Context: an optimization exercise on an open-source flow, tuned for small area. The choices shown serve that exercise and are no tape-out recipe. Only simulation tests tie the RTL to the original design; equivalence was not proved. Power is estimated from default activity; no workload was simulated.

## design/flow/design.v

```verilog
package sad_disparity_row_pkg;
    localparam int H_ACTIVE_DEF = 640;
    localparam int V_ACTIVE_DEF = 480;
    localparam int H_TOTAL      = 800;
    localparam int V_TOTAL      = 525;
    localparam int PIX_W        = 8;
    localparam int MAXD_DEF     = 16;
    localparam int WIN_DEF      = 5;
    typedef logic [PIX_W-1:0] pix_t;
    function automatic int clog2(input int v);
        int r;
        r = 0;
        for (int i = 0; i < 31; i++) begin
            if ((1 << r) < v) begin
                r++;
            end
        end
        clog2 = r;
    endfunction
    function automatic logic [PIX_W-1:0] abs_diff(input logic [PIX_W-1:0] x, input logic [PIX_W-1:0] y);
        abs_diff = (x > y) ? (x - y) : (y - x);
    endfunction
endpackage
module sad_argmin
#(
    parameter int MAXD = 16,
    parameter int SW = 11,
    localparam int DW = sad_disparity_row_pkg::clog2(MAXD)
) (
    input  logic          clk,
    input  logic          rst_n,
    input  logic [MAXD-1:0][SW-1:0] sad_i,
    output logic [SW-1:0] min_o,
    output logic [DW-1:0] idx_o
);
    localparam int LV = DW;
    localparam int HW = MAXD / 2;
    logic [LV-1:0][HW-1:0][SW-1:0] val_d;
    logic [LV-1:0][HW-1:0][SW-1:0] val_q;
    logic [LV-1:0][HW-1:0][DW-1:0] idx_d;
    logic [LV-1:0][HW-1:0][DW-1:0] idx_q;
    always_comb begin
        for (int l = 0; l < LV; l++) begin
            for (int i = 0; i < HW; i++) begin
                val_d[l][i] = '0;
                idx_d[l][i] = '0;
            end
        end
        for (int i = 0; i < HW; i++) begin
            if (sad_i[2*i+1] < sad_i[2*i]) begin
                val_d[0][i] = sad_i[2*i+1];
                idx_d[0][i] = DW'(2*i+1);
            end else begin
                val_d[0][i] = sad_i[2*i];
                idx_d[0][i] = DW'(2*i);
            end
        end
        for (int l = 1; l < LV; l++) begin
            for (int i = 0; i < (MAXD >> (l + 1)); i++) begin
                if (val_q[l-1][2*i+1] < val_q[l-1][2*i]) begin
                    val_d[l][i] = val_q[l-1][2*i+1];
                    idx_d[l][i] = idx_q[l-1][2*i+1];
                end else begin
                    val_d[l][i] = val_q[l-1][2*i];
                    idx_d[l][i] = idx_q[l-1][2*i];
                end
            end
        end
    end
    always_ff @(posedge clk or negedge rst_n) begin
        if (!rst_n) begin
            for (int l = 0; l < LV; l++) begin
                for (int i = 0; i < HW; i++) begin
                    val_q[l][i] <= '0;
                    idx_q[l][i] <= '0;
                end
            end
        end else begin
            val_q <= val_d;
            idx_q <= idx_d;
        end
    end
    assign min_o = val_q[LV-1][0];
    assign idx_o = idx_q[LV-1][0];
endmodule
module sad_disparity_row
#(
    parameter int H_ACTIVE = sad_disparity_row_pkg::H_ACTIVE_DEF,
    parameter int V_ACTIVE = sad_disparity_row_pkg::V_ACTIVE_DEF,
    parameter int MAXD = sad_disparity_row_pkg::MAXD_DEF,
    parameter int WIN = sad_disparity_row_pkg::WIN_DEF,
    localparam int DW = sad_disparity_row_pkg::clog2(MAXD),
    localparam int CW = sad_disparity_row_pkg::PIX_W + sad_disparity_row_pkg::clog2(WIN)
) (
    input  logic          clk,
    input  logic          rst_n,
    input  logic [31:0]   ix,
    input  logic [31:0]   iy,
    input  logic [7:0]    a,
    input  logic [7:0]    b,
    output logic [31:0]   ox,
    output logic [31:0]   oy,
    output logic [DW-1:0] disp,
    output logic          disp_valid,
    output logic [CW-1:0] cost
);
    localparam int LAT = 2 + DW;
    localparam int VALID_X = MAXD + WIN - 2;
    logic active;
    logic row_start;
    logic vld_in;
    logic row_ok_d, row_ok_q;
    logic [MAXD-1:0][7:0] bx;
    logic [MAXD-2:0][7:0] r_d;
    logic [MAXD-2:0][7:0] r_q;
    logic [MAXD-1:0][7:0] c_d;
    logic [MAXD-1:0][7:0] c_q;
    logic act1_d, act1_q;
    logic start1_d, start1_q;
    logic [MAXD-1:0][WIN-1:0][7:0] hist_d;
    logic [MAXD-1:0][WIN-1:0][7:0] hist_q;
    logic [MAXD-1:0][CW-1:0] sum_d;
    logic [MAXD-1:0][CW-1:0] sum_q;
    logic [LAT-1:0][31:0] ix_p_d;
    logic [LAT-1:0][31:0] ix_p_q;
    logic [LAT-1:0][31:0] iy_p_d;
    logic [LAT-1:0][31:0] iy_p_q;
    logic [LAT-1:0] v_p_d, v_p_q;
    logic [CW-1:0] min_sad;
    logic [DW-1:0] min_idx;
    assign active = (ix < 32'(H_ACTIVE)) && (iy < 32'(V_ACTIVE));
    assign row_start = active && (ix == 32'd0);
    assign vld_in = active && row_ok_q && (ix >= 32'(VALID_X));
    assign row_ok_d = row_ok_q | row_start;
    assign act1_d = active;
    assign start1_d = row_start;
    always_comb begin
        bx[0] = b;
        for (int d = 1; d < MAXD; d++) begin
            bx[d] = row_start ? '0 : r_q[d-1];
        end
        r_d = r_q;
        if (active) begin
            for (int d = 0; d < MAXD - 1; d++) begin
                r_d[d] = bx[d];
            end
        end
        for (int d = 0; d < MAXD; d++) begin
            c_d[d] = sad_disparity_row_pkg::abs_diff(a, bx[d]);
        end
    end
    always_comb begin
        hist_d = hist_q;
        sum_d = sum_q;
        if (act1_q) begin
            for (int d = 0; d < MAXD; d++) begin
                if (start1_q) begin
                    sum_d[d] = CW'(c_q[d]);
                    for (int w = 0; w < WIN; w++) begin
                        hist_d[d][w] = '0;
                    end
                end else begin
                    sum_d[d] = sum_q[d] + CW'(c_q[d])
                             - CW'(hist_q[d][WIN-1]);
                    for (int w = 1; w < WIN; w++) begin
                        hist_d[d][w] = hist_q[d][w-1];
                    end
                end
                hist_d[d][0] = c_q[d];
            end
        end
    end
    always_comb begin
        ix_p_d[0] = ix;
        iy_p_d[0] = iy;
        for (int i = 1; i < LAT; i++) begin
            ix_p_d[i] = ix_p_q[i-1];
            iy_p_d[i] = iy_p_q[i-1];
        end
        v_p_d = {v_p_q[LAT-2:0], vld_in};
    end
    always_ff @(posedge clk or negedge rst_n) begin
        if (!rst_n) begin
            row_ok_q <= 1'b0;
            act1_q <= 1'b0;
            start1_q <= 1'b0;
            v_p_q <= '0;
            for (int d = 0; d < MAXD - 1; d++) begin
                r_q[d] <= '0;
            end
            for (int d = 0; d < MAXD; d++) begin
                c_q[d] <= '0;
                sum_q[d] <= '0;
                for (int w = 0; w < WIN; w++) begin
                    hist_q[d][w] <= '0;
                end
            end
            for (int i = 0; i < LAT; i++) begin
                ix_p_q[i] <= '0;
                iy_p_q[i] <= '0;
            end
        end else begin
            row_ok_q <= row_ok_d;
            act1_q <= act1_d;
            start1_q <= start1_d;
            v_p_q <= v_p_d;
            r_q <= r_d;
            c_q <= c_d;
            sum_q <= sum_d;
            hist_q <= hist_d;
            ix_p_q <= ix_p_d;
            iy_p_q <= iy_p_d;
        end
    end
    sad_argmin #(
        .MAXD (MAXD),
        .SW   (CW)
    ) u_argmin (
        .clk   (clk),
        .rst_n (rst_n),
        .sad_i (sum_q),
        .min_o (min_sad),
        .idx_o (min_idx)
    );
    assign ox = ix_p_q[LAT-1];
    assign oy = iy_p_q[LAT-1];
    assign disp_valid = v_p_q[LAT-1];
    assign disp = disp_valid ? min_idx : '0;
    assign cost = disp_valid ? min_sad : '0;
endmodule
```

## design/flow/run.sh

```bash
#!/bin/bash
# synth_recipe.tcl (not shown) runs the flow's synth.tcl, then flattens the netlist and writes it again
# the make line also repeats each setting of config.mk as NAME=value (left out here)
make -C /OpenROAD-flow-scripts/flow DESIGN_CONFIG=/design/flow/config.mk WORK_HOME=/design/flow/orfs CLKGATE_MAP_FILE= SYNTH_SCRIPT=/design/flow/synth_recipe.tcl finish
```

## design/flow/config.mk

```make
export PLATFORM = sky130hd
export DESIGN_NAME = sad_disparity_row
export DESIGN_NICKNAME = sad_disparity_row
export VERILOG_FILES = /design/flow/design.v
export SDC_FILE = /design/flow/constraint.sdc
export NUM_CORES = 4
export LEC_CHECK = 0
export CAP_MARGIN = 20
export CORE_MARGIN = 2
export CORE_UTILIZATION = 40
export SLEW_MARGIN = 20
```

## design/flow/constraint.sdc

```tcl
create_clock -name core_clock -period 6.0 [get_ports {clk}]
set_input_delay 1.2000 -clock core_clock [delete_from_list [all_inputs] [get_ports {clk}]]
set_output_delay 1.2000 -clock core_clock [all_outputs]
set_load 0.01 [all_outputs]
```

==> results.txt <==
metal layers:
layer  vias up  global-route usage, %  wire length, um
li1      25800                      -                -
met1     26700                   26.7            93800
met2       801                   28.9            87500
met3       275                   2.53             6680
met4         0                   5.20             4960
met5         -                      0                0
cells in the mapped netlist, types with 10 or more instances:
cell type | count | share of area [%]
o31ai_1 | 30 | 0.27
nor4_1 | 18 | 0.14
o21ai_1 | 74 | 0.45
fa_1 | 160 | 3.9
a21oi_1 | 250 | 1.5
and4_1 | 26 | 0.28
o311a_1 | 12 | 0.15
nand4_1 | 34 | 0.26
o22ai_1 | 39 | 0.29
o21ai_0 | 326 | 2.0
o211ai_1 | 13 | 0.12
dfrtp_1 | 1653 | 50
xnor2_1 | 63 | 0.67
a31o_2 | 511 | 5.4
and2_1 | 47 | 0.36
nor2_1 | 214 | 0.97
buf_2 | 22 | 0.13
a31oi_1 | 25 | 0.19
nand2_1 | 404 | 1.8
nand2b_1 | 55 | 0.42
mux2_2 | 192 | 2.6
a21boi_0 | 15 | 0.14
o21bai_1 | 26 | 0.24
a221oi_2 | 11 | 0.20
buf_1 | 33 | 0.15
nand2_4 | 10 | 0.14
a221oi_1 | 46 | 0.49
clkbuf_1 | 277 | 1.3
o21ai_2 | 10 | 0.11
nand3_1 | 107 | 0.65
a211oi_1 | 22 | 0.20
nor3_1 | 61 | 0.37
xor2_1 | 115 | 1.2
o21a_1 | 61 | 0.55
nand2_2 | 46 | 0.35
a41oi_1 | 10 | 0.11
inv_1 | 820 | 3.7
ha_1 | 581 | 8.8
mux2i_1 | 204 | 2.5
a21o_1 | 151 | 1.4
or4_1 | 14 | 0.13
nor2b_1 | 598 | 4.5
flip-flops by register name, summed over array words and instances (netlist names), 6 cells and up:
| register | cells |
|---|---|
| hist_q | 640 |
| ix_p_q | 192 |
| iy_p_q | 192 |
| sum_q | 176 |
| u_argmin.val_q | 165 |
| c_q | 128 |
| r_q | 120 |
| u_argmin.idx_q | 31 |
| v_p_q | 6 |
kinds of logic after synthesis:
kind of cell	after synthesis
flops	1653
simple gates	1677
compound gates	1667
fa+ha+maj	741
other cells	1
mux	396
buf+inv	1172
xor+xnor	178
worst max-delay path, cell delays in order:
cell and delay (ps):
clkdlybuf4s50_1 430, nor4_1 460, nand4_1 380, nor2_1 350, nand3_4 100, nand4b_4 180, buf_12 220, nand2_1 210
inv_1 60, ha_1 370, a211oi_1 260, nor2_1 120, o32ai_4 530, mux2_2 410, nand2_1 70, nand3_1 90
xor2_1 150
final cells by class:
cell class	count	area share [%]
Antenna cell	4	0.0106
Clock buffer	250	5.47
Sequential cell	1653	44.0
Multi-Input combinational cell	4660	39.3
Timing Repair Buffer	278	2.89
Inverter	830	3.32
Tap cell	2704	3.60
Clock inverter	88	1.44
through the flow:
| stage | utilization (%) | instance area, um2 | worst slack, ps | cells | power (mW) |
|---|---|---|---|---|---|
| 2_1_floorplan | - | 82800 | 1240 | 7485 | 13.8 |
| 3_3_place_gp | 42.4 | 87500 | 246 | 10100 | 14.9 |
| 3_5_place_dp | 42.4 | 87500 | 208 | 10100 | 14.9 |
| 4_1_cts | 45.6 | 94000 | 1080 | 10500 | 27.0 |
| 5_1_grt | 45.6 | 94000 | 732 | 10500 | 27.9 |
| 6_report | 45.6 | 94000 | 974 | 10500 | 26.6 |
worst max-delay path by stage:
| stage | cells past startpoint | to | startpoint | slack [ps] |
|---|---|---|---|---|
| 2_1_floorplan | 18 | c_q[77]$_DFF_PN0_ | ix[31] | 1240 |
| 3_3_place_gp | 17 | c_q[93]$_DFF_PN0_ | iy[27] | 250 |
| 3_5_place_dp | 17 | c_q[93]$_DFF_PN0_ | iy[27] | 210 |
| 4_1_cts | 17 | c_q[93]$_DFF_PN0_ | iy[27] | 1080 |
| 5_1_grt | 17 | c_q[93]$_DFF_PN0_ | iy[27] | 730 |
| 6_report | 17 | c_q[93]$_DFF_PN0_ | iy[27] | 970 |
placed cells by master (no fill, tap or decap), types with 115 or more instances in the layout:
cell type        count
o21ai_0            326
nor2_1             214
clkbuf_16          182
dfrtp_1           1651
ha_1               581
nor2b_1            598
a21oi_1            250
a31o_2             511
inv_1              819
nand2_1            404
a21o_1             151
clkdlybuf4s50_1    159
mux2i_1            204
xor2_1             115
fa_1               160
mux2_2             192
power groups by stage:
stage / registers (mW) / clock network (mW) / logic [mW]
floorplan: 11.7 / 0 / 2.11
global placement: 11.9 / 0 / 2.98
detailed placement: 11.9 / 0 / 3.06
CTS: 11.7 / 12.2 / 3.08
global route: 11.7 / 12.7 / 3.48
finish: 11.7 / 11.8 / 3.05
==> metrics.md <==
| Metric | Value |
|---|---|
| Run status | complete, no violations |
| Hold buffers post-CTS | 0 |
| Proportion of synthesized area in mux cells | under 10% |
| Setup Total Neg Slack | 0 ps |
| Largest family of logic cells by synthesized area | compound AO/OA/AOI/OAI gates |
| DRC | 0 |
| Dpl hpwl | between 100 and 150 mm |
| Seq/Total Area, Yosys | 50.0% |
| Area delta synth->final | 13.6% |
| CTS Root Cell | clkbuf_16 |
| Reg power frac | approximately 44% |
| Die area | about 0.21 mm2 |
| Gp weighted congestion | between 0.8 and 0.9 |
| Fmax | 199 MHz |
| Final Cycle Share | between 80 and 90% |
| Post-synth ARST share | 100% |
| Tightest Pin Transition | roughly 1100 ps |
| Reg area | around 0.041 mm2 |
| Clk buf depth | 3 |
| Synth Area in XOR/XNOR | approximately 1.9% |
| Seq cells post-synth | about 1700 |
| Adder-cell share of the synthesized area | 12.6% |
| CTS resizes | 0 |
| Final hold viol count | 0 |
| Hold_ws | approximately 300 ps |
| Clock H-tree levels | 4 |
| R2R Path Start | c_q[114]$_DFF_PN0_ |
| Worst-path clk slew | ~60 ps |
| Crit path time final | between 5000 and 6000 ps |
| R2R Setup Slk | roughly 2500 ps |
| WL per Instance | ~18 um |
| IO Count | roughly 160 |
| Multi-input gate area | between 0.03 and 0.04 mm2 |
| P_int | between 15 and 20 mW |
| Sw power | slightly below 7 mW |
| Share of power burned in the clock network | 44.6% |
| P_leak | approximately 47 nW |
| Final setup viols | 0 |
| Mean post-synth cell area | between 10 and 15 um2 |
| Gr ovfl total | 0 |
| Initial antenna violation count | 11 |
| Initial core utilization | 40.1% |
| Ratio of cells with drive above 1 in the final layout | between 10% and 20% |
| Worst-case clock skew | roughly 55 ps |
| I/O Buffers | 161 |
| Post-CTS Setup Bufs | 0 |
| Cells after synthesis | around 7500 |
| Post-synth net total | just over 8000 |
| CTS tree | built |
| Simple-gate portion of the synthesized area | between 10% and 20% |
| DR iter-0 viols | between 3000 and 4000 |
| Max FO, Critical Path | 85 |
| Worst skew pair latency | roughly 850 ps |
| Max_slew headroom | about a quarter |
| Net Sw Frac | between 20% and 30% |
| Vias per std cell | approximately 5.1 |
| Post-synthesis cell area | a little over 0.08 mm2 |
| Drt pass-1 iters | 6 |
| Combinational fraction of design power | between 10% and 20% |
| Via count | ~54000 |
| Yosys warning total | 2 |
| Crit path kind | input pin to flop |
| EDFF count, synth | 0 |
| CTS Buf Count | between 150 and 200 |
| Die Wd | about 460 um |
| Clock sink total | between 1500 and 2000 |
| Max cap viols | 0 |
| GRT Total Usage | between 10% and 20% |
| Power density over cell area | between 200 and 300 mW/mm2 |
| Post-synthesis compound-gate area fraction | 14.2% |
| Max Slew Vio Count | 0 |
| CP endpoint kind | flop |
| Main synth FF type | dfrtp_1 |
| Largest net degree at the start of global routing | between 200 and 300 |
| Antenna Violating Nets Remaining | 0 |
| CP Launch Type | input pin |
| Chip Height | roughly 460 um |
| R2R depth | 11 |
| Core area | between 0.2 and 0.25 mm2 |
| Hold Path Class | input pin to async pin |
| Final WL | 193 mm |
| Global-route wire length before repair | 308 mm |
| Netlist cell types | 67 |
| Core Rows | 167 |
| Worst path required time | approximately 6700 ps |
| Unrepaired setup endpoints after global routing | false |
| Critical Path AT | 5740 ps |
| Layout Nets | roughly 8400 |
| Vias in the first global route | 54100 |
| End of the worst register-to-register path | sum_q[164]$_DFFE_PN0P_ |
| Filler Cell Count | approximately 19000 |
| Worst vdd ir | between 0.0002 and 0.00025 V |

[what the ideal ports hide]
Ports are ideal in the flow. The routed layout listed here was re-timed in OpenROAD.
Step 1 sets driving cells, clkbuf_16 on the clock port and buf_2 on the other inputs (assumed; they add their load-dependent delay and slew).
Step 2 moves the port delays by t, midway between the first and last clock arrival at a register: inputs arrive t later, outputs are due t later. That takes back most of the time a late clock gives input paths.
Slacks: ideal / step 1 / step 2; pairs: ideal / step 1.
t, ns: 0.916
setup WS [ns]: 0.974 / 1.041 / 0.125
worst register clock-pin slew, ns: 0.06 / 0.06
After both steps this run still meets setup and hold. For this run, drivers alone change the setup slack by +0.067 ns; drivers and shift together by -0.849 ns.
